Background: an optimization exercise with open tools, aiming at small area and a short achievable clock period. Do not read the settings as production practice. Power is estimated from default activity; no workload was simulated.

==> flow/design.v (excerpt) <==
module ex_stage_top (
    input  logic        clk_i,
    input  logic        rst_n_i,
    input  logic        valid_i,
    input  logic [31:0] inst_i,
    input  logic [63:0] pc_i,
    input  logic [63:0] op1_i,
    input  logic [63:0] op2_i,
    input  logic [4:0]  rd_i,
    input  logic        rd_we_i,
    output logic        ready_o,
    output logic        wb_valid_o,
    output logic [4:0]  wb_rd_o,
    output logic [63:0] wb_data_o,
    output logic        redirect_valid_o,
    output logic [63:0] redirect_target_o,
    output logic        mem_valid_o,
    output logic        mem_we_o,
    output logic [2:0]  mem_size_o,
    output logic [63:0] mem_addr_o,
    output logic [63:0] mem_wdata_o,
    output logic [4:0]  mem_rd_o,
    input  logic        mem_credit_i
);
    logic [6:0]  opcode;
    logic [2:0]  f3;
    logic [6:0]  f7;
    assign opcode = inst_i[6:0];
    assign f3     = inst_i[14:12];
    assign f7     = inst_i[31:25];
    logic is_op, is_op32, is_imm, is_imm32, is_alu, is_w, is_immf;
    logic is_branch, is_load, is_store, is_mem;
    assign is_op     = (opcode == 7'b0110011);
    assign is_op32   = (opcode == 7'b0111011);
    assign is_imm    = (opcode == 7'b0010011);
    assign is_imm32  = (opcode == 7'b0011011);
    assign is_alu    = is_op || is_op32 || is_imm || is_imm32;
    assign is_w      = is_op32 || is_imm32;
    assign is_immf   = is_imm || is_imm32;
    assign is_branch = (opcode == 7'b1100011);
    assign is_load   = (opcode == 7'b0000011) && (f3 != 3'b111);
    assign is_store  = (opcode == 7'b0100011) && !f3[2];
    assign is_mem    = is_load || is_store;
    logic dp_branch, dp_store, dp_mem, dp_immf, dp_w;
    assign dp_branch = inst_i[6];               
    assign dp_store  = inst_i[5] && !inst_i[4];
  ...
For scale: about 510 I/O pins.
==> flow/config.mk <==
export PLATFORM = sky130hd
export DESIGN_NAME = ex_stage_top
export DESIGN_NICKNAME = ex_stage_top
export VERILOG_FILES = /design/flow/design.v
export SDC_FILE = /design/flow/constraint.sdc
export NUM_CORES = 4
export LEC_CHECK = 0
export ABC_AREA = 1
export CAP_MARGIN = 5
export CORE_MARGIN = 2
export CORE_UTILIZATION = 40
export CTS_BUF_LIST = sky130_fd_sc_hd__clkbuf_4 sky130_fd_sc_hd__clkbuf_8
export SETUP_SLACK_MARGIN = 3.8
export SLEW_MARGIN = 5
==> flow/constraint.sdc <==
create_clock -name core_clock -period 8.0 [get_ports {clk_i}]
set_input_delay 1.6000 -clock core_clock [delete_from_list [all_inputs] [get_ports {clk_i}]]
set_output_delay 1.6000 -clock core_clock [all_outputs]
set_load 0.01 [all_outputs]
standard.sh (not shown) runs the stock make flow with config.mk's settings and CLKGATE_MAP_FILE= SYNTH_SCRIPT=/design/flow/synth_recipe.tcl, a recipe that flattens the netlist after the stock synthesis.
==> flow/flow/run.sh <==
#!/bin/bash
# standard layout, with plain buf_1 cells as the port buffers and without
# the half/full adder cells (synthesis then leaves adders to abc as gates)
set -euo pipefail
DU=" sky130_fd_sc_hd__probe_p_8 sky130_fd_sc_hd__probec_p_8 sky130_fd_sc_hd__lpflow_bleeder_1 sky130_fd_sc_hd__lpflow_clkbufkapwr_1 sky130_fd_sc_hd__lpflow_clkbufkapwr_16 sky130_fd_sc_hd__lpflow_clkbufkapwr_2 sky130_fd_sc_hd__lpflow_clkbufkapwr_4 sky130_fd_sc_hd__lpflow_clkbufkapwr_8 sky130_fd_sc_hd__lpflow_clkinvkapwr_1 sky130_fd_sc_hd__lpflow_clkinvkapwr_16 sky130_fd_sc_hd__lpflow_clkinvkapwr_2 sky130_fd_sc_hd__lpflow_clkinvkapwr_4 sky130_fd_sc_hd__lpflow_clkinvkapwr_8 sky130_fd_sc_hd__lpflow_decapkapwr_12 sky130_fd_sc_hd__lpflow_decapkapwr_3 sky130_fd_sc_hd__lpflow_decapkapwr_4 sky130_fd_sc_hd__lpflow_decapkapwr_6 sky130_fd_sc_hd__lpflow_decapkapwr_8 sky130_fd_sc_hd__lpflow_inputiso0n_1 sky130_fd_sc_hd__lpflow_inputiso0p_1 sky130_fd_sc_hd__lpflow_inputiso1n_1 sky130_fd_sc_hd__lpflow_inputiso1p_1 sky130_fd_sc_hd__lpflow_inputisolatch_1 sky130_fd_sc_hd__lpflow_isobufsrc_1 sky130_fd_sc_hd__lpflow_isobufsrc_16 sky130_fd_sc_hd__lpflow_isobufsrc_2 sky130_fd_sc_hd__lpflow_isobufsrc_4 sky130_fd_sc_hd__lpflow_isobufsrc_8 sky130_fd_sc_hd__lpflow_isobufsrckapwr_16 sky130_fd_sc_hd__lpflow_lsbuf_lh_hl_isowell_tap_1 sky130_fd_sc_hd__lpflow_lsbuf_lh_hl_isowell_tap_2 sky130_fd_sc_hd__lpflow_lsbuf_lh_hl_isowell_tap_4 sky130_fd_sc_hd__lpflow_lsbuf_lh_isowell_4 sky130_fd_sc_hd__lpflow_lsbuf_lh_isowell_tap_1 sky130_fd_sc_hd__lpflow_lsbuf_lh_isowell_tap_2 sky130_fd_sc_hd__lpflow_lsbuf_lh_isowell_tap_4  sky130_fd_sc_hd__fa_1 sky130_fd_sc_hd__fa_2 sky130_fd_sc_hd__fa_4 sky130_fd_sc_hd__ha_1 sky130_fd_sc_hd__ha_2 sky130_fd_sc_hd__ha_4"
bash standard.sh "BUFFER_PORTS_ARGS=-buffer_cell sky130_fd_sc_hd__buf_1" "DONT_USE_CELLS=$DU" finish > make_finish.log 2>&1
Change:
--- a/flow/config.mk
+++ b/flow/config.mk
@@ -9 +9 @@
-export CAP_MARGIN = 5
+export CAP_MARGIN = 20
@@ -14 +14 @@
-export SLEW_MARGIN = 5
+export SLEW_MARGIN = 20
=> Via count stays the same; final area stays the same; register-to-register slack stays flat; hold slack stays the same; non-clock buffer count is unchanged; combinational power is about the same; sequential share of layout area stays the same; global-route usage is unchanged; setup slack stays the same; final cell count does not change.
Change:
--- a/flow/config.mk
+++ b/flow/config.mk
@@ -12 +12,3 @@
-export CTS_BUF_LIST = sky130_fd_sc_hd__clkbuf_4 sky130_fd_sc_hd__clkbuf_8
+export CTS_BUF_LIST = sky130_fd_sc_hd__clkbuf_8
+export CTS_CLUSTER_DIAMETER = 60
+export CTS_CLUSTER_SIZE = 30
=>
- The new run finished with timing, DRC and antenna clean
- wire length hardly moves
- via count barely changes
- worst setup slack gains 18 ps
- die area stays the same
- power fell slightly
- global-route usage stays the same
No functional check of the RTL was part of any run of this note.

[what the ideal ports hide]
In the flow no input, the clock included, has a driving cell. The finished layouts below were timed again as built, in two steps. Step 1 (the two cells are an assumption about what drives the block):
set clk [get_ports {clk_i}]
set_driving_cell -lib_cell sky130_fd_sc_hd__clkbuf_16 $clk
set_driving_cell -lib_cell sky130_fd_sc_hd__buf_2 [delete_from_list [all_inputs] $clk]
Step 2 moves the port delays by t, midway between the first and last clock arrival at a register: inputs arrive t later, outputs are due t later. That takes back most of the time a late clock gives input paths. Three values: no drivers, after step 1, after step 2; two values: the first two.
run | t (ns) | slack for setup (ns) | hold slack, ns | worst setup path after step 2 | latest minus earliest clock arrival (ns)
the first run | 0.605 | 3.707 / 3.679 / 3.074 | 0.528 / 0.528 / 0.528 | input to register | 0.031 / 0.030
the second run | 0.605 | 3.707 / 3.679 / 3.074 | 0.528 / 0.528 / 0.528 | input to register | 0.031 / 0.030
the third run | 0.597 | 3.725 / 3.712 / 3.115 | 0.533 / 0.533 / 0.533 | input to register | 0.029 / 0.029
After both steps every run listed still meets setup and hold.
